Background: an optimization exercise with open tools, aiming at small area and a short achievable clock period. Do not read the settings as production practice.
At most, simulation tests tie the RTL to the original design; equivalence was not proved.
The RTL of run 1 was laid out without a check of its function.

==> flow/design.v (outline; a module is shown in full before it is edited, if it fits) <==
// module ycc_sat: 6 lines
// module ycc_ch0: 703 lines
// module ycc_ch1: 461 lines
// module ycc_ch2: 419 lines
// module ycc_dsel: 6 lines
// module ycc_ha: 4 lines
// module ycc_fa: 4 lines
// module ycbcr_rgb_color_convert: 82 lines
module ycbcr_rgb_color_convert
(
	input  logic                  clk,
	input  logic                  arst_n,
	input  logic                  start,
	output logic                  busy,
	input  logic [COMP_W-1:0]     comp0,
	input  logic [COMP_W-1:0]     comp1,
	input  logic [COMP_W-1:0]     comp2,
	input  logic                  frame_end,
	output logic                  done,
	output logic [COMP_W-1:0]     out0,
	output logic [COMP_W-1:0]     out1,
	output logic [COMP_W-1:0]     out2,
	output logic                  last_pixel,
	input  logic                  cfg_wr_en,
	input  logic [CFG_IDX_W-1:0]  cfg_index,
	input  logic [CFG_DATA_W-1:0] cfg_data
);
  // ...
==> flow/flow/run.sh <==
#!/bin/bash
# Layout flow: the standard ORFS flow (standard.sh, unchanged synthesis), with plain buffers
# (buf_2) instead of the default delay-cell buffers on the input and output ports. Each tool's
# full output is kept: ORFS's per-step logs under orfs/logs/, and make's own output in
# flow_make.log in this folder.
set -euo pipefail
bash standard.sh "BUFFER_PORTS_ARGS=-buffer_cell sky130_fd_sc_hd__buf_2" finish > flow_make.log 2>&1
test -s out/final.def
==> flow/standard.sh <==
#!/bin/bash
# synth_recipe.tcl (not shown) runs the flow's synth.tcl, then flattens the netlist and writes it again
# the make line also repeats each setting of config.mk as NAME=value (left out here)
make -C /OpenROAD-flow-scripts/flow DESIGN_CONFIG=/design/flow/config.mk WORK_HOME=/design/flow/orfs CLKGATE_MAP_FILE= SYNTH_SCRIPT=/design/flow/synth_recipe.tcl "${@:-finish}"
==> flow/config.mk <==
export PLATFORM = sky130hd
export DESIGN_NAME = ycbcr_rgb_color_convert
export DESIGN_NICKNAME = ycbcr_rgb_color_convert
export VERILOG_FILES = /design/flow/design.v
export SDC_FILE = /design/flow/constraint.sdc
export NUM_CORES = 4
export LEC_CHECK = 0
export CAP_MARGIN = 20
export CORE_MARGIN = 2
export CORE_UTILIZATION = 40
export SETUP_SLACK_MARGIN = 3.7
export SLEW_MARGIN = 20
export SYNTH_HIERARCHICAL = 1
==> flow/constraint.sdc <==
create_clock -name core_clock -period 6.5 [get_ports {clk}]
set_input_delay 1.3000 -clock core_clock [delete_from_list [all_inputs] [get_ports {clk}]]
set_output_delay 1.3000 -clock core_clock [all_outputs]
set_load 0.01 [all_outputs]
==> out/results.tsv, run 1 <==
stage	metric	value	unit
detailed_routing	DR vias/cell	5.40	
grt	vias in the first global route	11000	
floorplanning	row count	69	
grt	first-pass GRT wire length	59100	um
sta	final setup vio count	0	
critical_path	crit-path max cell delay	560	ps
layout	sequential cell count	187	
layout	Filler cells	3159	
detailed_routing	post-route ant nets	0	
layout	area delta synth->final	20.6	%
layout	nets@finish	1925	
layout	Non-clock buffering overhead	0.0779	
grt	met2 Resource Use GR	0.332	
layout	Seq area share	0.228	
min_path	hold path cells	0	
layout	Non-CTS inverters	73	
cts	clock buffer depth	2	
critical_path	setup slack, reg-to-reg	3690	ps
critical_path	FF-to-FF path depth	11	
detailed_routing	wl on met1	17100	um
sta	Worst Slack Setup Final	3690	ps
place	routability cong.	0.885	
critical_path	Critical Path End	u_ch2.c_q	
layout	Largest regs	u_ch0.r0_q (19), u_ch0.r1_q (19)	
status	status	complete, no violations	
layout	Reg area	0.00391	mm^2
layout	commonest non-fill, non-tap cell in the layout	nand2_1	
cts	CTS hold repair buffers	0	
floorplanning	Ports	67	
layout	fraction of area in multi-input gates	0.608	
detailed_routing	DR vias	11000	
grt	initial antenna violation count	0	
grt	GR peak layer	met2	
floorplanning	Die W	192	um
detailed_routing	wirelength, routed	37900	um
==> run 2, diff against run 1 <==
--- a/flow/design.v
+++ b/flow/design.v
@@ -17,7 +17,7 @@
 	input  logic [8:0] x2,
 	output logic [7:0] o
 );
-	logic [4:0] sel, nsel;
+	logic [0:0] sel, nsel;
 	logic [19:0] r0, r0_q, r1, r1_q, t;
 	logic c, c_q;
 	logic p0_1;
@@ -364,121 +364,117 @@
 	logic g0_342;
 	logic q0_343;
 	ycc_dsel u_dsel0 (.clk(clk), .d(dir_in), .q(sel[0]), .qn(nsel[0]));
-	ycc_dsel u_dsel1 (.clk(clk), .d(dir_in), .q(sel[1]), .qn(nsel[1]));
-	ycc_dsel u_dsel2 (.clk(clk), .d(dir_in), .q(sel[2]), .qn(nsel[2]));
-	ycc_dsel u_dsel3 (.clk(clk), .d(dir_in), .q(sel[3]), .qn(nsel[3]));
-	ycc_dsel u_dsel4 (.clk(clk), .d(dir_in), .q(sel[4]), .qn(nsel[4]));
 	assign p0_1 = sel[0] & ~x1[0];
 	assign p0_2 = sel[0] & ~x2[0];
-	assign p0_3 = (sel[0] & ~x1[1]) | (nsel[0] & ~x2[0]);
-	assign p0_4 = (sel[0] & ~x2[1]) | (nsel[0]);
+	assign p0_3 = sel[0] ? ~x1[1] : ~x2[0];
+	assign p0_4 = sel[0] ? ~x2[1] : 1'b1;
 	assign p0_5 = ~x1[0];
-	assign p0_6 = (sel[0] & ~x1[2]) | (nsel[0] & ~x2[1]);
-	assign p0_7 = (sel[0] & ~x2[2]) | (nsel[0]);
+	assign p0_6 = sel[0] ? ~x1[2] : ~x2[1];
+	assign p0_7 = sel[0] ? ~x2[2] : 1'b1;
 	assign p0_8 = ~x1[1];
-	assign p0_9 = (sel[0] & ~x1[3]) | (nsel[0] & ~x2[2]);
+	assign p0_9 = sel[0] ? ~x1[3] : ~x2[2];
 	assign p0_10 = nsel[0] & x2[0];
 	assign p0_11 = sel[0] & ~x2[3];
 	assign p0_12 = ~x1[2];
-	assign p0_13 = (sel[0] & ~x1[4]) | (nsel[0] & ~x2[3]);
-	assign p0_14 = (sel[0] & ~x2[0]) | (nsel[0] & x2[1]);
+	assign p0_13 = sel[0] ? ~x1[4] : ~x2[3];
+	assign p0_14 = sel[0] ? ~x2[0] : x2[1];
 	assign p0_15 = sel[0] & x1[0];
 	assign p0_16 = sel[0] & ~x2[4];
 	assign p0_17 = ~x1[3];
-	assign p0_18 = (sel[0] & ~x1[5]) | (nsel[0] & ~x2[4]);
-	assign p0_19 = (sel[0] & ~x2[1]) | (nsel[0] & x2[2]);
-	assign p0_20 = (sel[0] & x1[1]) | (nsel[0] & ~x2[0]);
+	assign p0_18 = sel[0] ? ~x1[5] : ~x2[4];
+	assign p0_19 = sel[0] ? ~x2[1] : x2[2];
+	assign p0_20 = sel[0] ? x1[1] : ~x2[0];
 	assign p0_21 = nsel[0] & x1[0];
-	assign p0_22 = (sel[0] & ~x2[5]) | (nsel[0]);
+	assign p0_22 = sel[0] ? ~x2[5] : 1'b1;
 	assign p0_23 = ~x1[4];
-	assign p0_24 = (sel[0] & ~x1[6]) | (nsel[0] & ~x2[5]);
-	assign p0_25 = (sel[0] & ~x2[2]) | (nsel[0] & x2[3]);
-	assign p0_26 = (sel[0] & x1[2]) | (nsel[0] & ~x2[1]);
-	assign p0_27 = (sel[0] & x2[0]) | (nsel[0] & x1[1]);
+	assign p0_24 = sel[0] ? ~x1[6] : ~x2[5];
+	assign p0_25 = sel[0] ? ~x2[2] : x2[3];
+	assign p0_26 = sel[0] ? x1[2] : ~x2[1];
+	assign p0_27 = sel[0] ? x2[0] : x1[1];
 	assign p0_28 = sel[0] & ~x2[6];
 	assign p0_29 = ~x1[5];
-	assign p0_30 = (sel[0] & ~x1[7]) | (nsel[0] & ~x2[6]);
-	assign p0_31 = (sel[1] & ~x2[3]) | (nsel[1] & x2[4]);
-	assign p0_32 = (sel[1] & x1[3]) | (nsel[1] & ~x2[2]);
-	assign p0_33 = (sel[1] & x2[1]) | (nsel[1] & x1[2]);
-	assign p0_34 = sel[1] & x1[0];
-	assign p0_35 = sel[1] & ~x2[7];
+	assign p0_30 = sel[0] ? ~x1[7] : ~x2[6];
+	assign p0_31 = sel[0] ? ~x2[3] : x2[4];
+	assign p0_32 = sel[0] ? x1[3] : ~x2[2];
+	assign p0_33 = sel[0] ? x2[1] : x1[2];
+	assign p0_34 = sel[0] & x1[0];
+	assign p0_35 = sel[0] & ~x2[7];
 	assign p0_36 = ~x1[6];
-	assign p0_37 = (sel[1] & x2[0]) | (nsel[1] & x1[0]);
-	assign p0_38 = (sel[1] & ~x1[8]) | (nsel[1] & ~x2[7]);
-	assign p0_39 = (sel[1] & ~x2[4]) | (nsel[1] & x2[5]);
-	assign p0_40 = (sel[1] & x1[4]) | (nsel[1] & ~x2[3]);
-	assign p0_41 = (sel[1] & x2[2]) | (nsel[1] & x1[3]);
-	assign p0_42 = (sel[1] & x1[1]) | (nsel[1]);
-	assign p0_43 = sel[1] & ~x2[8];
+	assign p0_37 = sel[0] ? x2[0] : x1[0];
+	assign p0_38 = sel[0] ? ~x1[8] : ~x2[7];
+	assign p0_39 = sel[0] ? ~x2[4] : x2[5];
+	assign p0_40 = sel[0] ? x1[4] : ~x2[3];
+	assign p0_41 = sel[0] ? x2[2] : x1[3];
+	assign p0_42 = sel[0] ? x1[1] : 1'b1;
+	assign p0_43 = sel[0] & ~x2[8];
 	assign p0_44 = ~x1[7];
-	assign p0_45 = (sel[1] & x2[1]) | (nsel[1] & x1[1]);
-	assign p0_46 = (sel[1] & ~x2[5]) | (nsel[1] & x2[6]);
-	assign p0_47 = (sel[1] & x1[5]) | (nsel[1] & ~x2[4]);
-	assign p0_48 = (sel[1] & x2[3]) | (nsel[1] & x1[4]);
-	assign p0_49 = sel[1] & x1[2];
+	assign p0_45 = sel[0] ? x2[1] : x1[1];
+	assign p0_46 = sel[0] ? ~x2[5] : x2[6];
+	assign p0_47 = sel[0] ? x1[5] : ~x2[4];
+	assign p0_48 = sel[0] ? x2[3] : x1[4];
+	assign p0_49 = sel[0] & x1[2];
 	assign p0_50 = ~x1[8];
-	assign p0_51 = (sel[1] & x2[2]) | (nsel[1] & x1[2]);
-	assign p0_52 = (sel[1] & ~x2[6]) | (nsel[1] & x2[7]);
-	assign p0_53 = (sel[1] & x1[6]) | (nsel[1] & ~x2[5]);
-	assign p0_54 = (sel[1] & x2[4]) | (nsel[1] & x1[5]);
-	assign p0_55 = (sel[1] & ~x1[0]) | (nsel[1]);
-	assign p0_56 = sel[1] & ~x2[0];
-	assign p0_57 = sel[1] & x1[3];
-	assign p0_58 = (sel[2] & x2[3]) | (nsel[2] & x1[3]);
-	assign p0_59 = sel[2] & ~x2[7];
-	assign p0_60 = (sel[2] & x1[7]) | (nsel[2] & ~x2[6]);
-	assign p0_61 = (sel[2] & x2[5]) | (nsel[2] & x1[6]);
-	assign p0_62 = (sel[2] & ~x1[1]) | (nsel[2] & x1[0]);
-	assign p0_63 = (sel[2] & ~x2[1]) | (nsel[2] & x2[0]);
-	assign p0_64 = sel[2] & x1[4];
-	assign p0_65 = (sel[2] & x2[4]) | (nsel[2] & x1[4]);
-	assign p0_66 = (sel[2] & ~x2[8]) | (nsel[2]);
-	assign p0_67 = (sel[2] & x1[8]) | (nsel[2] & ~x2[7]);
-	assign p0_68 = (sel[2] & x2[6]) | (nsel[2] & x1[7]);
-	assign p0_69 = (sel[2] & ~x1[2]) | (nsel[2] & x1[1]);
-	assign p0_70 = (sel[2] & ~x2[2]) | (nsel[2] & x2[1]);
-	assign p0_71 = sel[2] & x1[0];
-	assign p0_72 = sel[2] & x1[5];
-	assign p0_73 = (sel[2] & x2[5]) | (nsel[2] & x1[5]);
-	assign p0_74 = sel[2] & x2[7];
-	assign p0_75 = (sel[2] & ~x1[3]) | (nsel[2] & x1[2]);
-	assign p0_76 = (sel[2] & ~x2[3]) | (nsel[2] & x2[2]);
-	assign p0_77 = sel[2] & x1[1];
-	assign p0_78 = sel[2] & x1[6];
-	assign p0_79 = (sel[2] & x2[6]) | (nsel[2] & x1[6]);
-	assign p0_80 = (sel[2] & x2[8]) | (nsel[2]);
-	assign p0_81 = (sel[2] & ~x1[4]) | (nsel[2] & x1[3]);
-	assign p0_82 = (sel[3] & ~x2[4]) | (nsel[3] & x2[3]);
-	assign p0_83 = sel[3] & x1[2];
-	assign p0_84 = sel[3] & x1[7];
-	assign p0_85 = (sel[3] & x2[7]) | (nsel[3] & x1[7]);
-	assign p0_86 = (sel[3] & ~x1[5]) | (nsel[3] & x1[4]);
-	assign p0_87 = (sel[3] & ~x2[5]) | (nsel[3] & x2[4]);
-	assign p0_88 = (sel[3] & x1[3]) | (nsel[3] & ~x2[0]);
-	assign p0_89 = (sel[3] & x1[8]) | (nsel[3]);
-	assign p0_90 = sel[3] & x2[8];
-	assign p0_91 = (sel[3] & ~x1[6]) | (nsel[3] & x1[5]);
-	assign p0_92 = (sel[3] & ~x2[6]) | (nsel[3] & x2[5]);
-	assign p0_93 = (sel[3] & x1[4]) | (nsel[3] & ~x2[1]);
-	assign p0_94 = nsel[3] & ~x1[0];
-	assign p0_95 = (sel[3] & ~x1[7]) | (nsel[3] & x1[6]);
-	assign p0_96 = (sel[3] & ~x2[7]) | (nsel[3] & x2[6]);
-	assign p0_97 = (sel[3] & x1[5]) | (nsel[3] & ~x2[2]);
-	assign p0_98 = (sel[3]) | (nsel[3] & ~x1[1]);
-	assign p0_99 = (sel[3] & ~x1[8]) | (nsel[3] & x1[7]);
-	assign p0_100 = (sel[3] & ~x2[8]) | (nsel[3] & x2[7]);
-	assign p0_101 = (sel[3] & x1[6]) | (nsel[3] & ~x2[3]);
-	assign p0_102 = (sel[3]) | (nsel[3] & ~x1[2]);
-	assign p0_103 = (sel[3] & x1[7]) | (nsel[3] & ~x2[4]);
-	assign p0_104 = nsel[3] & ~x1[3];
-	assign p0_105 = (sel[3] & x1[8]) | (nsel[3] & ~x2[5]);
-	assign p0_106 = nsel[4] & ~x1[4];
-	assign p0_107 = nsel[4] & ~x2[6];
-	assign p0_108 = nsel[4] & ~x1[5];
-	assign p0_109 = nsel[4] & ~x2[7];
-	assign p0_110 = nsel[4] & ~x1[6];
-	assign p0_111 = (sel[4]) | (nsel[4] & ~x1[7]);
+	assign p0_51 = sel[0] ? x2[2] : x1[2];
+	assign p0_52 = sel[0] ? ~x2[6] : x2[7];
+	assign p0_53 = sel[0] ? x1[6] : ~x2[5];
+	assign p0_54 = sel[0] ? x2[4] : x1[5];
+	assign p0_55 = sel[0] ? ~x1[0] : 1'b1;
+	assign p0_56 = sel[0] & ~x2[0];
+	assign p0_57 = sel[0] & x1[3];
+	assign p0_58 = sel[0] ? x2[3] : x1[3];
+	assign p0_59 = sel[0] & ~x2[7];
+	assign p0_60 = sel[0] ? x1[7] : ~x2[6];
+	assign p0_61 = sel[0] ? x2[5] : x1[6];
+	assign p0_62 = sel[0] ? ~x1[1] : x1[0];
+	assign p0_63 = sel[0] ? ~x2[1] : x2[0];
+	assign p0_64 = sel[0] & x1[4];
+	assign p0_65 = sel[0] ? x2[4] : x1[4];
+	assign p0_66 = sel[0] ? ~x2[8] : 1'b1;
+	assign p0_67 = sel[0] ? x1[8] : ~x2[7];
+	assign p0_68 = sel[0] ? x2[6] : x1[7];
+	assign p0_69 = sel[0] ? ~x1[2] : x1[1];
+	assign p0_70 = sel[0] ? ~x2[2] : x2[1];
+	assign p0_71 = sel[0] & x1[0];
+	assign p0_72 = sel[0] & x1[5];
+	assign p0_73 = sel[0] ? x2[5] : x1[5];
+	assign p0_74 = sel[0] & x2[7];
+	assign p0_75 = sel[0] ? ~x1[3] : x1[2];
+	assign p0_76 = sel[0] ? ~x2[3] : x2[2];
+	assign p0_77 = sel[0] & x1[1];
+	assign p0_78 = sel[0] & x1[6];
+	assign p0_79 = sel[0] ? x2[6] : x1[6];
+	assign p0_80 = sel[0] ? x2[8] : 1'b1;
+	assign p0_81 = sel[0] ? ~x1[4] : x1[3];
+	assign p0_82 = sel[0] ? ~x2[4] : x2[3];
+	assign p0_83 = sel[0] & x1[2];
+	assign p0_84 = sel[0] & x1[7];
+	assign p0_85 = sel[0] ? x2[7] : x1[7];
+	assign p0_86 = sel[0] ? ~x1[5] : x1[4];
+	assign p0_87 = sel[0] ? ~x2[5] : x2[4];
+	assign p0_88 = sel[0] ? x1[3] : ~x2[0];
+	assign p0_89 = sel[0] ? x1[8] : 1'b1;
+	assign p0_90 = sel[0] & x2[8];
+	assign p0_91 = sel[0] ? ~x1[6] : x1[5];
+	assign p0_92 = sel[0] ? ~x2[6] : x2[5];
+	assign p0_93 = sel[0] ? x1[4] : ~x2[1];
+	assign p0_94 = nsel[0] & ~x1[0];
+	assign p0_95 = sel[0] ? ~x1[7] : x1[6];
+	assign p0_96 = sel[0] ? ~x2[7] : x2[6];
+	assign p0_97 = sel[0] ? x1[5] : ~x2[2];
+	assign p0_98 = sel[0] ? 1'b1 : ~x1[1];
+	assign p0_99 = sel[0] ? ~x1[8] : x1[7];
+	assign p0_100 = sel[0] ? ~x2[8] : x2[7];
+	assign p0_101 = sel[0] ? x1[6] : ~x2[3];
+	assign p0_102 = sel[0] ? 1'b1 : ~x1[2];
+	assign p0_103 = sel[0] ? x1[7] : ~x2[4];
+	assign p0_104 = nsel[0] & ~x1[3];
+	assign p0_105 = sel[0] ? x1[8] : ~x2[5];
+	assign p0_106 = nsel[0] & ~x1[4];
+	assign p0_107 = nsel[0] & ~x2[6];
+	assign p0_108 = nsel[0] & ~x1[5];
+	assign p0_109 = nsel[0] & ~x2[7];
+	assign p0_110 = nsel[0] & ~x1[6];
+	assign p0_111 = sel[0] ? 1'b1 : ~x1[7];
 	ycc_ha u_s0_112 (.a(p0_29), .b(p0_30), .s(s0_112), .co(c0_113));
 	ycc_fa u_s0_114 (.a(p0_36), .b(p0_37), .c(p0_38), .s(s0_114), .co(c0_115));
 	ycc_ha u_s0_116 (.a(p0_39), .b(p0_40), .s(s0_116), .co(c0_117));
@@ -502,7 +498,7 @@
 	ycc_ha u_s0_152 (.a(p0_95), .b(p0_96), .s(s0_152), .co(c0_153));
 	ycc_fa u_s0_154 (.a(x2[5]), .b(x1[4]), .c(x0[2]), .s(s0_154), .co(c0_155));
 	ycc_ha u_s0_156 (.a(p0_99), .b(p0_100), .s(s0_156), .co(c0_157));
-	ycc_fa u_s0_158 (.a(x2[6]), .b(x1[5]), .c(x0[3]), .s(s0_158), .co(c0_159));
+	ycc_fa u_s0_158 (.a(x2[6]), .b(x1[5]), .c(nsel[0]), .s(s0_158), .co(c0_159));
 	ycc_fa u_s0_160 (.a(p0_12), .b(sel[0]), .c(p0_13), .s(s0_160), .co(c0_161));
 	ycc_fa u_s0_162 (.a(p0_17), .b(p0_18), .c(p0_19), .s(s0_162), .co(c0_163));
 	ycc_ha u_s0_164 (.a(p0_20), .b(p0_21), .s(s0_164), .co(c0_165));
@@ -526,14 +522,14 @@
 	ycc_fa u_s0_200 (.a(c0_137), .b(s0_138), .c(s0_140), .s(s0_200), .co(c0_201));
 	ycc_fa u_s0_202 (.a(p0_88), .b(p0_89), .c(s0_144), .s(s0_202), .co(c0_203));
 	ycc_fa u_s0_204 (.a(c0_139), .b(c0_141), .c(s0_142), .s(s0_204), .co(c0_205));
-	ycc_fa u_s0_206 (.a(p0_93), .b(p0_94), .c(s0_146), .s(s0_206), .co(c0_207));
-	ycc_fa u_s0_208 (.a(c0_145), .b(c0_143), .c(s0_148), .s(s0_208), .co(c0_209));
-	ycc_fa u_s0_210 (.a(c0_147), .b(p0_97), .c(p0_98), .s(s0_210), .co(c0_211));
-	ycc_fa u_s0_212 (.a(s0_150), .b(s0_152), .c(c0_149), .s(s0_212), .co(c0_213));
-	ycc_fa u_s0_214 (.a(c0_151), .b(p0_101), .c(p0_102), .s(s0_214), .co(c0_215));
-	ycc_fa u_s0_216 (.a(s0_154), .b(c0_153), .c(s0_156), .s(s0_216), .co(c0_217));
-	ycc_fa u_s0_218 (.a(nsel[0]), .b(c0_155), .c(p0_103), .s(s0_218), .co(c0_219));
-	ycc_fa u_s0_220 (.a(p0_104), .b(s0_158), .c(c0_157), .s(s0_220), .co(c0_221));
+	ycc_fa u_s0_206 (.a(p0_93), .b(p0_94), .c(c0_145), .s(s0_206), .co(c0_207));
+	ycc_fa u_s0_208 (.a(s0_146), .b(c0_143), .c(s0_148), .s(s0_208), .co(c0_209));
+	ycc_fa u_s0_210 (.a(p0_97), .b(p0_98), .c(c0_147), .s(s0_210), .co(c0_211));
+	ycc_fa u_s0_212 (.a(s0_152), .b(s0_150), .c(c0_149), .s(s0_212), .co(c0_213));
+	ycc_fa u_s0_214 (.a(p0_101), .b(p0_102), .c(c0_153), .s(s0_214), .co(c0_215));
+	ycc_fa u_s0_216 (.a(c0_151), .b(s0_156), .c(s0_154), .s(s0_216), .co(c0_217));
+	ycc_fa u_s0_218 (.a(x0[3]), .b(p0_103), .c(p0_104), .s(s0_218), .co(c0_219));
+	ycc_fa u_s0_220 (.a(s0_158), .b(c0_157), .c(c0_155), .s(s0_220), .co(c0_221));
 	ycc_fa u_s0_222 (.a(x2[7]), .b(x1[6]), .c(x0[4]), .s(s0_222), .co(c0_223));
 	ycc_fa u_s0_224 (.a(c0_159), .b(p0_105), .c(p0_106), .s(s0_224), .co(c0_225));
 	ycc_fa u_s0_226 (.a(x2[8]), .b(x1[7]), .c(x0[5]), .s(s0_226), .co(c0_227));
@@ -555,11 +551,11 @@
 	ycc_fa u_s0_258 (.a(s0_202), .b(c0_199), .c(c0_201), .s(s0_258), .co(c0_259));
 	ycc_fa u_s0_260 (.a(s0_206), .b(c0_203), .c(c0_205), .s(s0_260), .co(c0_261));
 	ycc_fa u_s0_262 (.a(c0_207), .b(s0_210), .c(s0_212), .s(s0_262), .co(c0_263));
-	ycc_fa u_s0_264 (.a(c0_211), .b(s0_214), .c(s0_216), .s(s0_264), .co(c0_265));
-	ycc_fa u_s0_266 (.a(c0_215), .b(s0_218), .c(s0_220), .s(s0_266), .co(c0_267));
+	ycc_fa u_s0_264 (.a(c0_211), .b(s0_214), .c(c0_213), .s(s0_264), .co(c0_265));
+	ycc_fa u_s0_266 (.a(s0_218), .b(c0_215), .c(s0_220), .s(s0_266), .co(c0_267));
 	ycc_fa u_s0_268 (.a(s0_222), .b(c0_219), .c(s0_224), .s(s0_268), .co(c0_269));
-	ycc_fa u_s0_270 (.a(c0_223), .b(s0_226), .c(s0_228), .s(s0_270), .co(c0_271));
-	ycc_fa u_s0_272 (.a(c0_227), .b(p0_110), .c(c0_229), .s(s0_272), .co(c0_273));
+	ycc_fa u_s0_270 (.a(c0_223), .b(s0_228), .c(s0_226), .s(s0_270), .co(c0_271));
+	ycc_fa u_s0_272 (.a(p0_110), .b(c0_229), .c(c0_227), .s(s0_272), .co(c0_273));
 	ycc_ha u_s0_274 (.a(x0[7]), .b(p0_111), .s(s0_274), .co(c0_275));
 	ycc_ha u_s0_276 (.a(sel[0]), .b(p0_3), .s(s0_276), .co(c0_277));
 	ycc_fa u_s0_278 (.a(s0_232), .b(p0_6), .c(p0_7), .s(s0_278), .co(c0_279));
@@ -578,7 +574,7 @@
 	ycc_fa u_s0_304 (.a(s0_204), .b(c0_257), .c(s0_258), .s(s0_304), .co(c0_305));
 	ycc_fa u_s0_306 (.a(s0_208), .b(c0_259), .c(s0_260), .s(s0_306), .co(c0_307));
 	ycc_fa u_s0_308 (.a(c0_209), .b(c0_261), .c(s0_262), .s(s0_308), .co(c0_309));
-	ycc_fa u_s0_310 (.a(c0_213), .b(s0_264), .c(c0_263), .s(s0_310), .co(c0_311));
+	ycc_fa u_s0_310 (.a(s0_216), .b(s0_264), .c(c0_263), .s(s0_310), .co(c0_311));
 	ycc_fa u_s0_312 (.a(c0_217), .b(s0_266), .c(c0_265), .s(s0_312), .co(c0_313));
 	ycc_fa u_s0_314 (.a(c0_221), .b(s0_268), .c(c0_267), .s(s0_314), .co(c0_315));
 	ycc_fa u_s0_316 (.a(c0_225), .b(s0_270), .c(c0_269), .s(s0_316), .co(c0_317));
@@ -652,64 +648,7 @@
 	end
 	assign r0_q[19] = 1'b0;
 	assign r1_q[19] = 1'b0;
-	logic s0z_201;
-	logic c0z_202;
-	logic s0z_203;
-	logic c0z_204;
-	logic s0z_205;
-	logic c0z_206;
-	logic s0z_207;
-	logic c0z_208;
-	logic s0z_209;
-	logic c0z_210;
-	logic s0z_211;
-	logic c0z_212;
-	logic s0z_213;
-	logic c0z_214;
-	logic s0z_215;
-	logic c0z_216;
-	logic s0z_217;
-	logic c0z_218;
-	logic s0z_219;
-	logic c0z_220;
-	logic s0z_221;
-	logic c0z_222;
-	logic s0z_223;
-	logic c0z_224;
-	logic s0z_225;
-	logic c0z_226;
-	logic s0z_227;
-	logic c0z_228;
-	logic s0z_229;
-	logic c0z_230;
-	logic s0z_231;
-	logic c0z_232;
-	logic s0z_233;
-	logic c0z_234;
-	logic s0z_235;
-	logic c0z_236;
-	logic s0z_237;
-	logic c0z_238;
-	ycc_ha u_s0z_201 (.a(r0_q[0]), .b(r1_q[0]), .s(s0z_201), .co(c0z_202));
-	ycc_ha u_s0z_203 (.a(r0_q[1]), .b(r1_q[1]), .s(s0z_203), .co(c0z_204));
-	ycc_ha u_s0z_205 (.a(r0_q[2]), .b(r1_q[2]), .s(s0z_205), .co(c0z_206));
-	ycc_ha u_s0z_207 (.a(r0_q[3]), .b(r1_q[3]), .s(s0z_207), .co(c0z_208));
-	ycc_ha u_s0z_209 (.a(r0_q[4]), .b(r1_q[4]), .s(s0z_209), .co(c0z_210));
-	ycc_ha u_s0z_211 (.a(r0_q[5]), .b(r1_q[5]), .s(s0z_211), .co(c0z_212));
-	ycc_ha u_s0z_213 (.a(r0_q[6]), .b(r1_q[6]), .s(s0z_213), .co(c0z_214));
-	ycc_ha u_s0z_215 (.a(r0_q[7]), .b(r1_q[7]), .s(s0z_215), .co(c0z_216));
-	ycc_ha u_s0z_217 (.a(r0_q[8]), .b(r1_q[8]), .s(s0z_217), .co(c0z_218));
-	ycc_ha u_s0z_219 (.a(r0_q[9]), .b(r1_q[9]), .s(s0z_219), .co(c0z_220));
-	ycc_ha u_s0z_221 (.a(r0_q[10]), .b(r1_q[10]), .s(s0z_221), .co(c0z_222));
-	ycc_ha u_s0z_223 (.a(r0_q[11]), .b(r1_q[11]), .s(s0z_223), .co(c0z_224));
-	ycc_ha u_s0z_225 (.a(r0_q[12]), .b(r1_q[12]), .s(s0z_225), .co(c0z_226));
-	ycc_ha u_s0z_227 (.a(r0_q[13]), .b(r1_q[13]), .s(s0z_227), .co(c0z_228));
-	ycc_ha u_s0z_229 (.a(r0_q[14]), .b(r1_q[14]), .s(s0z_229), .co(c0z_230));
-	ycc_ha u_s0z_231 (.a(r0_q[15]), .b(r1_q[15]), .s(s0z_231), .co(c0z_232));
-	ycc_ha u_s0z_233 (.a(r0_q[16]), .b(r1_q[16]), .s(s0z_233), .co(c0z_234));
-	ycc_ha u_s0z_235 (.a(r0_q[17]), .b(r1_q[17]), .s(s0z_235), .co(c0z_236));
-	ycc_ha u_s0z_237 (.a(r0_q[18]), .b(r1_q[18]), .s(s0z_237), .co(c0z_238));
-	assign t = {c0z_238, s0z_237, s0z_235, s0z_233, s0z_231, s0z_229, s0z_227, s0z_225, s0z_223, s0z_221, s0z_219, s0z_217, s0z_215, s0z_213, s0z_211, s0z_209, s0z_207, s0z_205, s0z_203, c_q} + {1'b0, c0z_236, c0z_234, c0z_232, c0z_230, c0z_228, c0z_226, c0z_224, c0z_222, c0z_220, c0z_218, c0z_216, c0z_214, c0z_212, c0z_210, c0z_208, c0z_206, c0z_204, c0z_202, s0z_201};
+	assign t = {1'b0, r0_q[18], r0_q[17], r0_q[16], r0_q[15], r0_q[14], r0_q[13], r0_q[12], r0_q[11], r0_q[10], r0_q[9], r0_q[8], r0_q[7], r0_q[6], r0_q[5], r0_q[4], r0_q[3], r0_q[2], r0_q[1], r0_q[0]} + {1'b0, r1_q[18], r1_q[17], r1_q[16], r1_q[15], r1_q[14], r1_q[13], r1_q[12], r1_q[11], r1_q[10], r1_q[9], r1_q[8], r1_q[7], r1_q[6], r1_q[5], r1_q[4], r1_q[3], r1_q[2], r1_q[1], r1_q[0]} + c_q;
 	ycc_sat u_sat (.t(t[19:10]), .y(o));
 endmodule
 module ycc_ch1 (
@@ -720,7 +659,7 @@
 	input  logic [8:0] x2,
 	output logic [7:0] o
 );
-	logic [3:0] sel, nsel;
+	logic [0:0] sel, nsel;
 	logic [12:0] r0, r0_q, r1, r1_q, t;
 	logic c, c_q;
 	logic p1_1;
@@ -936,83 +875,80 @@
 	logic g1_211;
 	logic q1_212;
 	ycc_dsel u_dsel0 (.clk(clk), .d(dir_in), .q(sel[0]), .qn(nsel[0]));
-	ycc_dsel u_dsel1 (.clk(clk), .d(dir_in), .q(sel[1]), .qn(nsel[1]));
-	ycc_dsel u_dsel2 (.clk(clk), .d(dir_in), .q(sel[2]), .qn(nsel[2]));
-	ycc_dsel u_dsel3 (.clk(clk), .d(dir_in), .q(sel[3]), .qn(nsel[3]));
 	assign p1_1 = nsel[0] & x1[0];
-	assign p1_2 = (sel[0] & x1[0]) | (nsel[0] & x1[1]);
-	assign p1_3 = (sel[0] & x1[1]) | (nsel[0] & x1[2]);
+	assign p1_2 = sel[0] ? x1[0] : x1[1];
+	assign p1_3 = sel[0] ? x1[1] : x1[2];
 	assign p1_4 = nsel[0] & ~x1[0];
-	assign p1_5 = (sel[0] & x1[2]) | (nsel[0] & x1[3]);
-	assign p1_6 = (sel[0] & ~x1[0]) | (nsel[0] & ~x1[1]);
-	assign p1_7 = (sel[0] & x1[3]) | (nsel[0] & x1[4]);
-	assign p1_8 = (sel[0] & ~x1[1]) | (nsel[0] & ~x1[2]);
-	assign p1_9 = (sel[0] & x1[0]) | (nsel[0] & ~x1[0]);
-	assign p1_10 = (sel[0] & x1[4]) | (nsel[0] & x1[5]);
-	assign p1_11 = (sel[0] & ~x1[2]) | (nsel[0] & ~x1[3]);
-	assign p1_12 = (sel[0] & x1[1]) | (nsel[0] & ~x1[1]);
-	assign p1_13 = (sel[0] & x1[5]) | (nsel[0] & x1[6]);
-	assign p1_14 = (sel[0] & ~x1[3]) | (nsel[0] & ~x1[4]);
-	assign p1_15 = (sel[0] & x1[2]) | (nsel[0] & ~x1[2]);
-	assign p1_16 = (sel[0] & x1[6]) | (nsel[0] & x1[7]);
-	assign p1_17 = (sel[0] & ~x1[4]) | (nsel[0] & ~x1[5]);
-	assign p1_18 = (sel[0] & x1[0]) | (nsel[0]);
-	assign p1_19 = (sel[0] & x1[3]) | (nsel[0] & ~x1[3]);
-	assign p1_20 = (sel[0] & x1[7]) | (nsel[0]);
-	assign p1_21 = (sel[0] & ~x1[5]) | (nsel[0] & ~x1[6]);
-	assign p1_22 = (sel[0] & x1[1]) | (nsel[0] & x1[0]);
-	assign p1_23 = (sel[0] & x1[4]) | (nsel[0] & ~x1[4]);
+	assign p1_5 = sel[0] ? x1[2] : x1[3];
+	assign p1_6 = sel[0] ? ~x1[0] : ~x1[1];
+	assign p1_7 = sel[0] ? x1[3] : x1[4];
+	assign p1_8 = sel[0] ? ~x1[1] : ~x1[2];
+	assign p1_9 = sel[0] ? x1[0] : ~x1[0];
+	assign p1_10 = sel[0] ? x1[4] : x1[5];
+	assign p1_11 = sel[0] ? ~x1[2] : ~x1[3];
+	assign p1_12 = sel[0] ? x1[1] : ~x1[1];
+	assign p1_13 = sel[0] ? x1[5] : x1[6];
+	assign p1_14 = sel[0] ? ~x1[3] : ~x1[4];
+	assign p1_15 = sel[0] ? x1[2] : ~x1[2];
+	assign p1_16 = sel[0] ? x1[6] : x1[7];
+	assign p1_17 = sel[0] ? ~x1[4] : ~x1[5];
+	assign p1_18 = sel[0] ? x1[0] : 1'b1;
+	assign p1_19 = sel[0] ? x1[3] : ~x1[3];
+	assign p1_20 = sel[0] ? x1[7] : 1'b1;
+	assign p1_21 = sel[0] ? ~x1[5] : ~x1[6];
+	assign p1_22 = sel[0] ? x1[1] : x1[0];
+	assign p1_23 = sel[0] ? x1[4] : ~x1[4];
 	assign p1_24 = sel[0] & x1[8];
-	assign p1_25 = (sel[1] & ~x1[6]) | (nsel[1] & ~x1[7]);
-	assign p1_26 = (sel[1] & x1[2]) | (nsel[1] & x1[1]);
-	assign p1_27 = sel[1] & x1[0];
-	assign p1_28 = (sel[1] & x1[5]) | (nsel[1] & ~x1[5]);
-	assign p1_29 = sel[1] & ~x1[7];
-	assign p1_30 = (sel[1] & x1[3]) | (nsel[1] & x1[2]);
-	assign p1_31 = (sel[1] & x1[1]) | (nsel[1] & ~x1[0]);
-	assign p1_32 = (sel[1] & x1[6]) | (nsel[1] & ~x1[6]);
-	assign p1_33 = sel[1] & ~x1[8];
-	assign p1_34 = (sel[1] & x1[4]) | (nsel[1] & x1[3]);
-	assign p1_35 = (sel[1] & x1[2]) | (nsel[1] & ~x1[1]);
-	assign p1_36 = sel[1] & ~x1[0];
-	assign p1_37 = (sel[1] & x1[7]) | (nsel[1] & ~x1[7]);
-	assign p1_38 = (sel[1] & x2[0]) | (nsel[1] & ~x1[0]);
-	assign p1_39 = (sel[1] & x1[5]) | (nsel[1] & x1[4]);
-	assign p1_40 = (sel[1] & x1[3]) | (nsel[1] & ~x1[2]);
-	assign p1_41 = sel[1] & ~x1[1];
-	assign p1_42 = sel[1] & x1[8];
-	assign p1_43 = (sel[1] & x2[1]) | (nsel[1] & ~x1[1]);
-	assign p1_44 = (sel[1] & x1[6]) | (nsel[1] & x1[5]);
-	assign p1_45 = (sel[1] & x1[4]) | (nsel[1] & ~x1[3]);
-	assign p1_46 = (sel[1] & ~x1[2]) | (nsel[1] & x0[0]);
-	assign p1_47 = (sel[1] & x2[2]) | (nsel[1] & ~x1[2]);
-	assign p1_48 = (sel[1] & x1[7]) | (nsel[1] & x1[6]);
-	assign p1_49 = (sel[2] & x1[5]) | (nsel[2] & ~x1[4]);
-	assign p1_50 = (sel[2] & ~x1[3]) | (nsel[2] & x0[1]);
-	assign p1_51 = (sel[2]) | (nsel[2] & x1[0]);
-	assign p1_52 = (sel[2] & x2[3]) | (nsel[2] & ~x1[3]);
-	assign p1_53 = (sel[2] & x1[8]) | (nsel[2] & x1[7]);
-	assign p1_54 = (sel[2] & x1[6]) | (nsel[2] & ~x1[5]);
-	assign p1_55 = (sel[2] & ~x1[4]) | (nsel[2] & x0[2]);
-	assign p1_56 = nsel[2] & x1[1];
-	assign p1_57 = (sel[2] & x2[4]) | (nsel[2] & ~x1[4]);
-	assign p1_58 = (sel[2] & x1[7]) | (nsel[2] & ~x1[6]);
-	assign p1_59 = (sel[2] & ~x1[5]) | (nsel[2] & x0[3]);
-	assign p1_60 = (sel[2]) | (nsel[2] & x1[2]);
-	assign p1_61 = (sel[2] & x2[5]) | (nsel[2] & ~x1[5]);
-	assign p1_62 = (sel[2] & x1[8]) | (nsel[2] & ~x1[7]);
-	assign p1_63 = (sel[2] & ~x1[6]) | (nsel[2] & x0[4]);
-	assign p1_64 = nsel[2] & x1[3];
-	assign p1_65 = (sel[2] & x2[6]) | (nsel[2] & ~x1[6]);
-	assign p1_66 = (sel[2] & ~x1[7]) | (nsel[2] & x0[5]);
-	assign p1_67 = (sel[2]) | (nsel[2] & x1[4]);
-	assign p1_68 = (sel[2] & x2[7]) | (nsel[2] & ~x1[7]);
-	assign p1_69 = (sel[2] & ~x1[8]) | (nsel[2] & x0[6]);
-	assign p1_70 = nsel[2] & x1[5];
-	assign p1_71 = (sel[2] & x2[8]) | (nsel[2]);
-	assign p1_72 = (sel[2]) | (nsel[2] & x0[7]);
-	assign p1_73 = nsel[3] & x1[6];
-	assign p1_74 = nsel[3] & x1[7];
+	assign p1_25 = sel[0] ? ~x1[6] : ~x1[7];
+	assign p1_26 = sel[0] ? x1[2] : x1[1];
+	assign p1_27 = sel[0] & x1[0];
+	assign p1_28 = sel[0] ? x1[5] : ~x1[5];
+	assign p1_29 = sel[0] & ~x1[7];
+	assign p1_30 = sel[0] ? x1[3] : x1[2];
+	assign p1_31 = sel[0] ? x1[1] : ~x1[0];
+	assign p1_32 = sel[0] ? x1[6] : ~x1[6];
+	assign p1_33 = sel[0] & ~x1[8];
+	assign p1_34 = sel[0] ? x1[4] : x1[3];
+	assign p1_35 = sel[0] ? x1[2] : ~x1[1];
+	assign p1_36 = sel[0] & ~x1[0];
+	assign p1_37 = sel[0] ? x1[7] : ~x1[7];
+	assign p1_38 = sel[0] ? x2[0] : ~x1[0];
+	assign p1_39 = sel[0] ? x1[5] : x1[4];
+	assign p1_40 = sel[0] ? x1[3] : ~x1[2];
+	assign p1_41 = sel[0] & ~x1[1];
+	assign p1_42 = sel[0] & x1[8];
+	assign p1_43 = sel[0] ? x2[1] : ~x1[1];
+	assign p1_44 = sel[0] ? x1[6] : x1[5];
+	assign p1_45 = sel[0] ? x1[4] : ~x1[3];
+	assign p1_46 = sel[0] ? ~x1[2] : x0[0];
+	assign p1_47 = sel[0] ? x2[2] : ~x1[2];
+	assign p1_48 = sel[0] ? x1[7] : x1[6];
+	assign p1_49 = sel[0] ? x1[5] : ~x1[4];
+	assign p1_50 = sel[0] ? ~x1[3] : x0[1];
+	assign p1_51 = sel[0] ? 1'b1 : x1[0];
+	assign p1_52 = sel[0] ? x2[3] : ~x1[3];
+	assign p1_53 = sel[0] ? x1[8] : x1[7];
+	assign p1_54 = sel[0] ? x1[6] : ~x1[5];
+	assign p1_55 = sel[0] ? ~x1[4] : x0[2];
+	assign p1_56 = nsel[0] & x1[1];
+	assign p1_57 = sel[0] ? x2[4] : ~x1[4];
+	assign p1_58 = sel[0] ? x1[7] : ~x1[6];
+	assign p1_59 = sel[0] ? ~x1[5] : x0[3];
+	assign p1_60 = sel[0] ? 1'b1 : x1[2];
+	assign p1_61 = sel[0] ? x2[5] : ~x1[5];
+	assign p1_62 = sel[0] ? x1[8] : ~x1[7];
+	assign p1_63 = sel[0] ? ~x1[6] : x0[4];
+	assign p1_64 = nsel[0] & x1[3];
+	assign p1_65 = sel[0] ? x2[6] : ~x1[6];
+	assign p1_66 = sel[0] ? ~x1[7] : x0[5];
+	assign p1_67 = sel[0] ? 1'b1 : x1[4];
+	assign p1_68 = sel[0] ? x2[7] : ~x1[7];
+	assign p1_69 = sel[0] ? ~x1[8] : x0[6];
+	assign p1_70 = nsel[0] & x1[5];
+	assign p1_71 = sel[0] ? x2[8] : 1'b1;
+	assign p1_72 = sel[0] ? 1'b1 : x0[7];
+	assign p1_73 = nsel[0] & x1[6];
+	assign p1_74 = nsel[0] & x1[7];
 	ycc_fa u_s1_75 (.a(sel[0]), .b(p1_23), .c(p1_24), .s(s1_75), .co(c1_76));
 	ycc_fa u_s1_77 (.a(sel[0]), .b(p1_28), .c(p1_29), .s(s1_77), .co(c1_78));
 	ycc_fa u_s1_79 (.a(sel[0]), .b(p1_32), .c(p1_33), .s(s1_79), .co(c1_80));
@@ -1131,46 +1067,7 @@
 		r1_q[12] <= r1[12];
 		c_q <= c;
 	end
-	logic s1z_239;
-	logic c1z_240;
-	logic s1z_241;
-	logic c1z_242;
-	logic s1z_243;
-	logic c1z_244;
-	logic s1z_245;
-	logic c1z_246;
-	logic s1z_247;
-	logic c1z_248;
-	logic s1z_249;
-	logic c1z_250;
-	logic s1z_251;
-	logic c1z_252;
-	logic s1z_253;
-	logic c1z_254;
-	logic s1z_255;
-	logic c1z_256;
-	logic s1z_257;
-	logic c1z_258;
-	logic s1z_259;
-	logic c1z_260;
-	logic s1z_261;
-	logic c1z_262;
-	logic s1z_263;
-	logic c1z_264;
-	ycc_ha u_s1z_239 (.a(r0_q[0]), .b(r1_q[0]), .s(s1z_239), .co(c1z_240));
-	ycc_ha u_s1z_241 (.a(r0_q[1]), .b(r1_q[1]), .s(s1z_241), .co(c1z_242));
-	ycc_ha u_s1z_243 (.a(r0_q[2]), .b(r1_q[2]), .s(s1z_243), .co(c1z_244));
-	ycc_ha u_s1z_245 (.a(r0_q[3]), .b(r1_q[3]), .s(s1z_245), .co(c1z_246));
-	ycc_ha u_s1z_247 (.a(r0_q[4]), .b(r1_q[4]), .s(s1z_247), .co(c1z_248));
-	ycc_ha u_s1z_249 (.a(r0_q[5]), .b(r1_q[5]), .s(s1z_249), .co(c1z_250));
-	ycc_ha u_s1z_251 (.a(r0_q[6]), .b(r1_q[6]), .s(s1z_251), .co(c1z_252));
-	ycc_ha u_s1z_253 (.a(r0_q[7]), .b(r1_q[7]), .s(s1z_253), .co(c1z_254));
-	ycc_ha u_s1z_255 (.a(r0_q[8]), .b(r1_q[8]), .s(s1z_255), .co(c1z_256));
-	ycc_ha u_s1z_257 (.a(r0_q[9]), .b(r1_q[9]), .s(s1z_257), .co(c1z_258));
-	ycc_ha u_s1z_259 (.a(r0_q[10]), .b(r1_q[10]), .s(s1z_259), .co(c1z_260));
-	ycc_ha u_s1z_261 (.a(r0_q[11]), .b(r1_q[11]), .s(s1z_261), .co(c1z_262));
-	ycc_ha u_s1z_263 (.a(r0_q[12]), .b(r1_q[12]), .s(s1z_263), .co(c1z_264));
-	assign t = {s1z_263, s1z_261, s1z_259, s1z_257, s1z_255, s1z_253, s1z_251, s1z_249, s1z_247, s1z_245, s1z_243, s1z_241, c_q} + {c1z_262, c1z_260, c1z_258, c1z_256, c1z_254, c1z_252, c1z_250, c1z_248, c1z_246, c1z_244, c1z_242, c1z_240, s1z_239};
+	assign t = {r0_q[12], r0_q[11], r0_q[10], r0_q[9], r0_q[8], r0_q[7], r0_q[6], r0_q[5], r0_q[4], r0_q[3], r0_q[2], r0_q[1], r0_q[0]} + {r1_q[12], r1_q[11], r1_q[10], r1_q[9], r1_q[8], r1_q[7], r1_q[6], r1_q[5], r1_q[4], r1_q[3], r1_q[2], r1_q[1], r1_q[0]} + c_q;
 	ycc_sat u_sat (.t(t[12:3]), .y(o));
 endmodule
 module ycc_ch2 (
@@ -1181,7 +1078,7 @@
 	input  logic [8:0] x2,
 	output logic [7:0] o
 );
-	logic [2:0] sel, nsel;
+	logic [0:0] sel, nsel;
 	logic [12:0] r0, r0_q, r1, r1_q, t;
 	logic c, c_q;
 	logic p2_1;
@@ -1373,74 +1270,72 @@
 	logic g2_187;
 	logic q2_188;
 	ycc_dsel u_dsel0 (.clk(clk), .d(dir_in), .q(sel[0]), .qn(nsel[0]));
-	ycc_dsel u_dsel1 (.clk(clk), .d(dir_in), .q(sel[1]), .qn(nsel[1]));
-	ycc_dsel u_dsel2 (.clk(clk), .d(dir_in), .q(sel[2]), .qn(nsel[2]));
 	assign p2_1 = sel[0] & ~x2[0];
-	assign p2_2 = (sel[0] & ~x2[1]) | (nsel[0] & x2[0]);
-	assign p2_3 = (sel[0] & ~x2[2]) | (nsel[0] & x2[1]);
+	assign p2_2 = sel[0] ? ~x2[1] : x2[0];
+	assign p2_3 = sel[0] ? ~x2[2] : x2[1];
 	assign p2_4 = sel[0] & x2[0];
-	assign p2_5 = (sel[0] & ~x2[3]) | (nsel[0] & x2[2]);
-	assign p2_6 = (sel[0] & x2[1]) | (nsel[0] & ~x2[0]);
-	assign p2_7 = (sel[0] & ~x2[4]) | (nsel[0] & x2[3]);
-	assign p2_8 = (sel[0] & x2[2]) | (nsel[0] & ~x2[1]);
+	assign p2_5 = sel[0] ? ~x2[3] : x2[2];
+	assign p2_6 = sel[0] ? x2[1] : ~x2[0];
+	assign p2_7 = sel[0] ? ~x2[4] : x2[3];
+	assign p2_8 = sel[0] ? x2[2] : ~x2[1];
 	assign p2_9 = sel[0] & ~x2[0];
-	assign p2_10 = (sel[0] & ~x2[5]) | (nsel[0] & x2[4]);
-	assign p2_11 = (sel[0] & x2[3]) | (nsel[0] & ~x2[2]);
-	assign p2_12 = (sel[0] & ~x2[1]) | (nsel[0] & ~x2[0]);
-	assign p2_13 = (sel[0] & ~x2[6]) | (nsel[0] & x2[5]);
-	assign p2_14 = (sel[0] & x2[4]) | (nsel[0] & ~x2[3]);
-	assign p2_15 = (sel[0] & ~x2[2]) | (nsel[0] & ~x2[1]);
+	assign p2_10 = sel[0] ? ~x2[5] : x2[4];
+	assign p2_11 = sel[0] ? x2[3] : ~x2[2];
+	assign p2_12 = sel[0] ? ~x2[1] : ~x2[0];
+	assign p2_13 = sel[0] ? ~x2[6] : x2[5];
+	assign p2_14 = sel[0] ? x2[4] : ~x2[3];
+	assign p2_15 = sel[0] ? ~x2[2] : ~x2[1];
 	assign p2_16 = sel[0] & ~x2[0];
-	assign p2_17 = (sel[0] & ~x2[7]) | (nsel[0] & x2[6]);
-	assign p2_18 = (sel[0] & x2[5]) | (nsel[0] & ~x2[4]);
-	assign p2_19 = (sel[0] & ~x2[3]) | (nsel[0] & ~x2[2]);
-	assign p2_20 = (sel[0] & ~x2[1]) | (nsel[0] & x2[0]);
-	assign p2_21 = (sel[0] & ~x2[8]) | (nsel[0] & x2[7]);
-	assign p2_22 = (sel[0] & x2[6]) | (nsel[0] & ~x2[5]);
-	assign p2_23 = (sel[0] & ~x2[4]) | (nsel[0] & ~x2[3]);
-	assign p2_24 = (sel[0] & ~x2[2]) | (nsel[0] & x2[1]);
-	assign p2_25 = (sel[1] & ~x2[0]) | (nsel[1]);
-	assign p2_26 = (sel[1] & x2[7]) | (nsel[1] & ~x2[6]);
-	assign p2_27 = (sel[1] & ~x2[5]) | (nsel[1] & ~x2[4]);
-	assign p2_28 = (sel[1] & ~x2[3]) | (nsel[1] & x2[2]);
-	assign p2_29 = (sel[1] & ~x2[1]) | (nsel[1]);
-	assign p2_30 = (sel[1] & x2[8]) | (nsel[1] & ~x2[7]);
-	assign p2_31 = (sel[1] & ~x2[6]) | (nsel[1] & ~x2[5]);
-	assign p2_32 = (sel[1] & ~x2[4]) | (nsel[1] & x2[3]);
-	assign p2_33 = (sel[1]) | (nsel[1] & ~x2[0]);
-	assign p2_34 = (sel[1] & ~x2[2]) | (nsel[1]);
-	assign p2_35 = (sel[1] & ~x2[7]) | (nsel[1] & ~x2[6]);
-	assign p2_36 = (sel[1] & ~x2[5]) | (nsel[1] & x2[4]);
-	assign p2_37 = (sel[1] & x1[0]) | (nsel[1] & ~x2[1]);
-	assign p2_38 = (sel[1] & ~x2[3]) | (nsel[1]);
-	assign p2_39 = (sel[1] & ~x2[8]) | (nsel[1] & ~x2[7]);
-	assign p2_40 = (sel[1] & ~x2[6]) | (nsel[1] & x2[5]);
-	assign p2_41 = (sel[1] & x1[1]) | (nsel[1] & ~x2[2]);
-	assign p2_42 = (sel[1] & ~x2[4]) | (nsel[1] & x0[0]);
-	assign p2_43 = (sel[1] & ~x2[7]) | (nsel[1] & x2[6]);
-	assign p2_44 = (sel[1] & x1[2]) | (nsel[1] & ~x2[3]);
-	assign p2_45 = (sel[1] & ~x2[5]) | (nsel[1] & x0[1]);
-	assign p2_46 = (sel[1]) | (nsel[1] & x2[0]);
-	assign p2_47 = (sel[1] & ~x2[8]) | (nsel[1] & x2[7]);
-	assign p2_48 = (sel[1] & x1[3]) | (nsel[1] & ~x2[4]);
-	assign p2_49 = (sel[2] & ~x2[6]) | (nsel[2] & x0[2]);
-	assign p2_50 = nsel[2] & x2[1];
-	assign p2_51 = (sel[2] & x1[4]) | (nsel[2] & ~x2[5]);
-	assign p2_52 = (sel[2] & ~x2[7]) | (nsel[2] & x0[3]);
-	assign p2_53 = (sel[2]) | (nsel[2] & x2[2]);
-	assign p2_54 = (sel[2] & x1[5]) | (nsel[2] & ~x2[6]);
-	assign p2_55 = (sel[2] & ~x2[8]) | (nsel[2] & x0[4]);
-	assign p2_56 = nsel[2] & x2[3];
-	assign p2_57 = (sel[2] & x1[6]) | (nsel[2] & ~x2[7]);
-	assign p2_58 = (sel[2]) | (nsel[2] & x0[5]);
-	assign p2_59 = nsel[2] & x2[4];
-	assign p2_60 = (sel[2] & x1[7]) | (nsel[2]);
-	assign p2_61 = (sel[2]) | (nsel[2] & x0[6]);
-	assign p2_62 = nsel[2] & x2[5];
-	assign p2_63 = (sel[2] & x1[8]) | (nsel[2]);
-	assign p2_64 = (sel[2]) | (nsel[2] & x0[7]);
-	assign p2_65 = nsel[2] & x2[6];
-	assign p2_66 = nsel[2] & x2[7];
+	assign p2_17 = sel[0] ? ~x2[7] : x2[6];
+	assign p2_18 = sel[0] ? x2[5] : ~x2[4];
+	assign p2_19 = sel[0] ? ~x2[3] : ~x2[2];
+	assign p2_20 = sel[0] ? ~x2[1] : x2[0];
+	assign p2_21 = sel[0] ? ~x2[8] : x2[7];
+	assign p2_22 = sel[0] ? x2[6] : ~x2[5];
+	assign p2_23 = sel[0] ? ~x2[4] : ~x2[3];
+	assign p2_24 = sel[0] ? ~x2[2] : x2[1];
+	assign p2_25 = sel[0] ? ~x2[0] : 1'b1;
+	assign p2_26 = sel[0] ? x2[7] : ~x2[6];
+	assign p2_27 = sel[0] ? ~x2[5] : ~x2[4];
+	assign p2_28 = sel[0] ? ~x2[3] : x2[2];
+	assign p2_29 = sel[0] ? ~x2[1] : 1'b1;
+	assign p2_30 = sel[0] ? x2[8] : ~x2[7];
+	assign p2_31 = sel[0] ? ~x2[6] : ~x2[5];
+	assign p2_32 = sel[0] ? ~x2[4] : x2[3];
+	assign p2_33 = sel[0] ? 1'b1 : ~x2[0];
+	assign p2_34 = sel[0] ? ~x2[2] : 1'b1;
+	assign p2_35 = sel[0] ? ~x2[7] : ~x2[6];
+	assign p2_36 = sel[0] ? ~x2[5] : x2[4];
+	assign p2_37 = sel[0] ? x1[0] : ~x2[1];
+	assign p2_38 = sel[0] ? ~x2[3] : 1'b1;
+	assign p2_39 = sel[0] ? ~x2[8] : ~x2[7];
+	assign p2_40 = sel[0] ? ~x2[6] : x2[5];
+	assign p2_41 = sel[0] ? x1[1] : ~x2[2];
+	assign p2_42 = sel[0] ? ~x2[4] : x0[0];
+	assign p2_43 = sel[0] ? ~x2[7] : x2[6];
+	assign p2_44 = sel[0] ? x1[2] : ~x2[3];
+	assign p2_45 = sel[0] ? ~x2[5] : x0[1];
+	assign p2_46 = sel[0] ? 1'b1 : x2[0];
+	assign p2_47 = sel[0] ? ~x2[8] : x2[7];
+	assign p2_48 = sel[0] ? x1[3] : ~x2[4];
+	assign p2_49 = sel[0] ? ~x2[6] : x0[2];
+	assign p2_50 = nsel[0] & x2[1];
+	assign p2_51 = sel[0] ? x1[4] : ~x2[5];
+	assign p2_52 = sel[0] ? ~x2[7] : x0[3];
+	assign p2_53 = sel[0] ? 1'b1 : x2[2];
+	assign p2_54 = sel[0] ? x1[5] : ~x2[6];
+	assign p2_55 = sel[0] ? ~x2[8] : x0[4];
+	assign p2_56 = nsel[0] & x2[3];
+	assign p2_57 = sel[0] ? x1[6] : ~x2[7];
+	assign p2_58 = sel[0] ? 1'b1 : x0[5];
+	assign p2_59 = nsel[0] & x2[4];
+	assign p2_60 = sel[0] ? x1[7] : 1'b1;
+	assign p2_61 = sel[0] ? 1'b1 : x0[6];
+	assign p2_62 = nsel[0] & x2[5];
+	assign p2_63 = sel[0] ? x1[8] : 1'b1;
+	assign p2_64 = sel[0] ? 1'b1 : x0[7];
+	assign p2_65 = nsel[0] & x2[6];
+	assign p2_66 = nsel[0] & x2[7];
 	ycc_ha u_s2_67 (.a(sel[0]), .b(p2_13), .s(s2_67), .co(c2_68));
 	ycc_ha u_s2_69 (.a(p2_17), .b(p2_18), .s(s2_69), .co(c2_70));
 	ycc_fa u_s2_71 (.a(p2_21), .b(p2_22), .c(p2_23), .s(s2_71), .co(c2_72));
@@ -1550,46 +1445,7 @@
 		r1_q[12] <= r1[12];
 		c_q <= c;
 	end
-	logic s2z_265;
-	logic c2z_266;
-	logic s2z_267;
-	logic c2z_268;
-	logic s2z_269;
-	logic c2z_270;
-	logic s2z_271;
-	logic c2z_272;
-	logic s2z_273;
-	logic c2z_274;
-	logic s2z_275;
-	logic c2z_276;
-	logic s2z_277;
-	logic c2z_278;
-	logic s2z_279;
-	logic c2z_280;
-	logic s2z_281;
-	logic c2z_282;
-	logic s2z_283;
-	logic c2z_284;
-	logic s2z_285;
-	logic c2z_286;
-	logic s2z_287;
-	logic c2z_288;
-	logic s2z_289;
-	logic c2z_290;
-	ycc_ha u_s2z_265 (.a(r0_q[0]), .b(r1_q[0]), .s(s2z_265), .co(c2z_266));
-	ycc_ha u_s2z_267 (.a(r0_q[1]), .b(r1_q[1]), .s(s2z_267), .co(c2z_268));
-	ycc_ha u_s2z_269 (.a(r0_q[2]), .b(r1_q[2]), .s(s2z_269), .co(c2z_270));
-	ycc_ha u_s2z_271 (.a(r0_q[3]), .b(r1_q[3]), .s(s2z_271), .co(c2z_272));
-	ycc_ha u_s2z_273 (.a(r0_q[4]), .b(r1_q[4]), .s(s2z_273), .co(c2z_274));
-	ycc_ha u_s2z_275 (.a(r0_q[5]), .b(r1_q[5]), .s(s2z_275), .co(c2z_276));
-	ycc_ha u_s2z_277 (.a(r0_q[6]), .b(r1_q[6]), .s(s2z_277), .co(c2z_278));
-	ycc_ha u_s2z_279 (.a(r0_q[7]), .b(r1_q[7]), .s(s2z_279), .co(c2z_280));
-	ycc_ha u_s2z_281 (.a(r0_q[8]), .b(r1_q[8]), .s(s2z_281), .co(c2z_282));
-	ycc_ha u_s2z_283 (.a(r0_q[9]), .b(r1_q[9]), .s(s2z_283), .co(c2z_284));
-	ycc_ha u_s2z_285 (.a(r0_q[10]), .b(r1_q[10]), .s(s2z_285), .co(c2z_286));
-	ycc_ha u_s2z_287 (.a(r0_q[11]), .b(r1_q[11]), .s(s2z_287), .co(c2z_288));
-	ycc_ha u_s2z_289 (.a(r0_q[12]), .b(r1_q[12]), .s(s2z_289), .co(c2z_290));
-	assign t = {s2z_289, s2z_287, s2z_285, s2z_283, s2z_281, s2z_279, s2z_277, s2z_275, s2z_273, s2z_271, s2z_269, s2z_267, c_q} + {c2z_288, c2z_286, c2z_284, c2z_282, c2z_280, c2z_278, c2z_276, c2z_274, c2z_272, c2z_270, c2z_268, c2z_266, s2z_265};
+	assign t = {r0_q[12], r0_q[11], r0_q[10], r0_q[9], r0_q[8], r0_q[7], r0_q[6], r0_q[5], r0_q[4], r0_q[3], r0_q[2], r0_q[1], r0_q[0]} + {r1_q[12], r1_q[11], r1_q[10], r1_q[9], r1_q[8], r1_q[7], r1_q[6], r1_q[5], r1_q[4], r1_q[3], r1_q[2], r1_q[1], r1_q[0]} + c_q;
 	ycc_sat u_sat (.t(t[12:3]), .y(o));
 endmodule
 module ycc_dsel (input logic clk, d, output logic q, qn);
@@ -1629,11 +1485,11 @@
 	logic       dir_q, swap_q;
 	logic [8:0] ofs_q;
 	logic [9:0] ysum;
-	logic [7:0] y;
 	logic [8:0] dr, db;
 	logic       v1, l1, s1, d1;
 	logic       v2, l2, s2, d2;
-	logic [7:0] x0_1;
+	logic [9:0] x0_1;
+	logic [7:0] y1;
 	logic [8:0] x1_1, x2_1;
 	logic [7:0] o0, o1, o2;
 	assign busy = 1'b0;
@@ -1652,7 +1508,6 @@
 		end
 	end
 	assign ysum = {2'b00, comp0} + {ofs_q[8], ofs_q};
-	assign y = ysum[9] ? 8'h00 : (ysum[8] ? 8'hff : ysum[7:0]);
 	assign dr = {1'b0, comp0} - {1'b0, comp1};
 	assign db = {1'b0, comp2} - {1'b0, comp1};
 	always_ff @(posedge clk or negedge arst_n) begin
@@ -1670,13 +1525,14 @@
 		l1   <= frame_end;
 		s1   <= swap_q;
 		d1   <= dir_q;
-		x0_1 <= dir_q ? comp1 : y;
+		x0_1 <= dir_q ? {2'b00, comp1} : ysum;
 		x1_1 <= dir_q ? {~dr[8], dr[7:0]} : {1'b0, comp2};
 		x2_1 <= dir_q ? {~db[8], db[7:0]} : {1'b0, comp1};
 	end
-	ycc_ch0 u_ch0 (.clk(clk), .dir_in(dir_q), .x0(x0_1), .x1(x1_1), .x2(x2_1), .o(o0));
-	ycc_ch1 u_ch1 (.clk(clk), .dir_in(dir_q), .x0(x0_1), .x1(x1_1), .x2(x2_1), .o(o1));
-	ycc_ch2 u_ch2 (.clk(clk), .dir_in(dir_q), .x0(x0_1), .x1(x1_1), .x2(x2_1), .o(o2));
+	assign y1 = x0_1[9] ? 8'h00 : (x0_1[8] ? 8'hff : x0_1[7:0]);
+	ycc_ch0 u_ch0 (.clk(clk), .dir_in(dir_q), .x0(y1), .x1(x1_1), .x2(x2_1), .o(o0));
+	ycc_ch1 u_ch1 (.clk(clk), .dir_in(dir_q), .x0(y1), .x1(x1_1), .x2(x2_1), .o(o1));
+	ycc_ch2 u_ch2 (.clk(clk), .dir_in(dir_q), .x0(y1), .x1(x1_1), .x2(x2_1), .o(o2));
 	always_ff @(posedge clk) begin
 		l2 <= l1;
 		s2 <= s1;
==> flow/flow/run.sh (replaced) <==
#!/bin/bash
# Layout flow: the standard ORFS flow (standard.sh, unchanged synthesis), with plain buffers
# (buf_1) instead of the default delay-cell buffers on the input and output ports. Each tool's
# full output is kept: ORFS's per-step logs under orfs/logs/, and make's own output in
# flow_make.log in this folder.
set -euo pipefail
bash standard.sh "BUFFER_PORTS_ARGS=-buffer_cell sky130_fd_sc_hd__buf_1" finish > flow_make.log 2>&1
test -s out/final.def
--- a/flow/config.mk
+++ b/flow/config.mk
@@ -7,7 +7,7 @@
 export LEC_CHECK = 0
 export CAP_MARGIN = 20
 export CORE_MARGIN = 2
-export CORE_UTILIZATION = 40
-export SETUP_SLACK_MARGIN = 3.7
+export CORE_UTILIZATION = 55
+export SETUP_SLACK_MARGIN = 3.6
 export SLEW_MARGIN = 20
 export SYNTH_HIERARCHICAL = 1
==> out/results.tsv, run 2 <==
stage	metric	value	unit	change
detailed_routing	wirelength, routed	32700	um	was 37900 um
place	DP Worst Slack	2840	ps	was 3000 ps
critical_path	CP Class	flop to flop		unchanged
critical_path	startpoint types	flop		unchanged
layout	nets@finish	1682		was 1925
floorplanning	row count	56		was 69
floorplanning	Ports	67		unchanged
synth	Distinct cells, synth	77		
sta	Worst slew margin	0.473		was 0.467
sta	Worst Slack Setup Final	3630	ps	was 3690 ps
grt	initial antenna violation count	0		unchanged
status	status	complete, no violations		unchanged
sta	final setup vio count	0		unchanged
place	routability cong.	0.944		was 0.885
grt	vias in the first global route	9533		was 11000
grt	GRT overflow	0		unchanged
synth	Post-Syn Area	0.0131	mm^2	was 0.0142 mm^2
min_path	Hold Path Class	flop to flop		unchanged
synth	area share of the largest cell type after synthesis	0.262		
grt	largest net degree at the start of global routing	41		was 39
critical_path	crit-path max cell delay	510	ps	was 560 ps
floorplanning	die height	159	um	was 192 um
floorplanning	Die W	159	um	was 192 um
synth	Yosys Warn Count	13		unchanged
cts	CTS hold repair buffers	0		unchanged
cts	Clock Root Buffer	clkbuf_16		unchanged
layout	commonest non-fill, non-tap cell in the layout	fa_1		was nand2_1
detailed_routing	# DRC	0		unchanged
place	placed cell areas	0.0137	mm^2	was 0.0149 mm^2
layout	n_diodes	0		unchanged
layout	area delta synth->final	12.5	%	was 20.6%
detailed_routing	DR vias/cell	5.63		was 5.40
grt	first-pass GRT wire length	51500	um	was 59100 um
synth	Mapped Cells	1280		was 1427
critical_path	CP required	6810	ps	was 6830 ps
floorplanning	Starting Density	0.560		was 0.403
detailed_routing	DR vias	9527		was 11000
synth	syn_nets	1601		was 1781
layout	most frequent cells in the layout	fa_1, dfxtp_1, nand2_1, ha_1, a21oi_1		was nand2_1, fa_1, dfxtp_1, ha_1, buf_4
cts	clock buffer depth	2		unchanged
sta	WHS	321	ps	was 328 ps
cts	clk sinks	172		was 187
place	post-DP HPWL	24700	um	was 26900 um
cts	Worst-path clk slew	80	ps	about the same
layout	Largest regs	u_ch0.r0_q (19), u_ch0.r1_q (19)		unchanged
detailed_routing	First DRT Iteration DRCs	838		was 891
detailed_routing	post-route ant nets	0		unchanged
sta	period utilization	0.442		was 0.433
==> run 2: cell families after synthesis <==
group	synth area share
AO/OA/AOI/OAI	0.139
XOR/XNOR	0.0180
adder cells (fa/ha/maj)	0.367
buffers and inverters	0.0380
flip-flops	0.267
multiplexers	0.0458
other	0.000285
AND/OR/NAND/NOR	0.125
==> run 2: per-layer routing <==
layer  wire (um)  track usage
met1       15200        0.385
met2       14500        0.429
met3        2110       0.0550
met4         882       0.0785
met5           0            0
==> run 2: timing repair <==
item,4_1_cts,5_1_grt
gates cloned,0,3
hold endpoints to repair,0,0
pin swaps,0,5
setup endpoints to repair,40,30
setup buffers,13,18
resized for setup,41,37
==> run 2: cell type report <==
type                       count  area, um^2
inverter                      77         322
tap                          319         399
clock inverter                14         154
clock buffer                  18         429
fill                        2011        8690
multi-input combinational    993        9290
timing repair buffer          98         586
timing repair inverter         2        17.5
sequential                   172        3590
==> run 2: worst max-delay path: cells and delay by family, from the launching register on <==
| kind | cells | cell delay, ps |
|---|---|---|
| AO/OA/AOI/OAI | 1 | 310 |
| AND/OR/NAND/NOR | 1 | 70 |
| adder cells (fa/ha/maj) | 4 | 1780 |
| flip-flops | 1 | 430 |
| buffers and inverters | 1 | 160 |
==> run 2: per-module statistics from Yosys (local to each module, per instance) <==
| module | cells | flops+latches |
|---|---|---|
| ycc_ch0 | 311 | 39 |
| ycc_ha | 1 | 0 |
| ycc_dsel | 3 | 2 |
| ycc_fa | 1 | 0 |
| ycc_ch1 | 220 | 27 |
| ycc_ch2 | 172 | 27 |
| ycbcr_rgb_color_convert | 336 | 73 |
| ycc_sat | 10 | 0 |
==> run 2: final timing paths <==
path | start | slack (ps) | endpoint | cells after the start
worst max-delay path | u_ch0.u_dsel0.q | 3630 | u_ch0.r0_q[5] | 7
worst min-delay path | l2 | 320 | last_pixel | 0
worst max register to register | u_ch0.u_dsel0.q | 3630 | u_ch0.r0_q[5] | 7
worst min register to register | l2 | 320 | last_pixel | 0
max in group asynchronous | arst_n | 5140 | swap_q | 1
min in group asynchronous | arst_n | 900 | done | 1
==> run 2: metrics by stage <==
stage,cells,util
6_report,1693,0.630
5_1_grt,1693,0.630
4_1_cts,1672,0.617
3_5_place_dp,1627,0.582
3_3_place_gp,1627,0.582
2_1_floorplan,1280,-

-- separate check: timing with driven ports --
In the flow no input, the clock included, has a driving cell. The finished layouts below were timed again as built, in two steps. Step 1: set_driving_cell puts a clkbuf_16 on clk and a buf_2 on each other input, an assumption about the parent block. Step 2 adds t to the input delays and takes it off the output delays; t is the mean of the earliest and latest rising clock arrival at the registers after step 1. Input paths then give back, and output paths get back, about the clock's delay inside the block. Slacks: ideal ports / drivers / drivers and shift; pairs: ideal ports / drivers.
run	t, ns	setup slack, ns	worst setup path after step 2
run 1	0.492	3.689 / 3.689 / 3.258	input to register
run 2	0.477	3.627 / 3.627 / 3.231	input to register
After both steps every run listed still meets setup and hold. For run 1, which loses most, drivers alone change the setup slack by 0.000 ns; drivers and shift together by -0.431 ns.
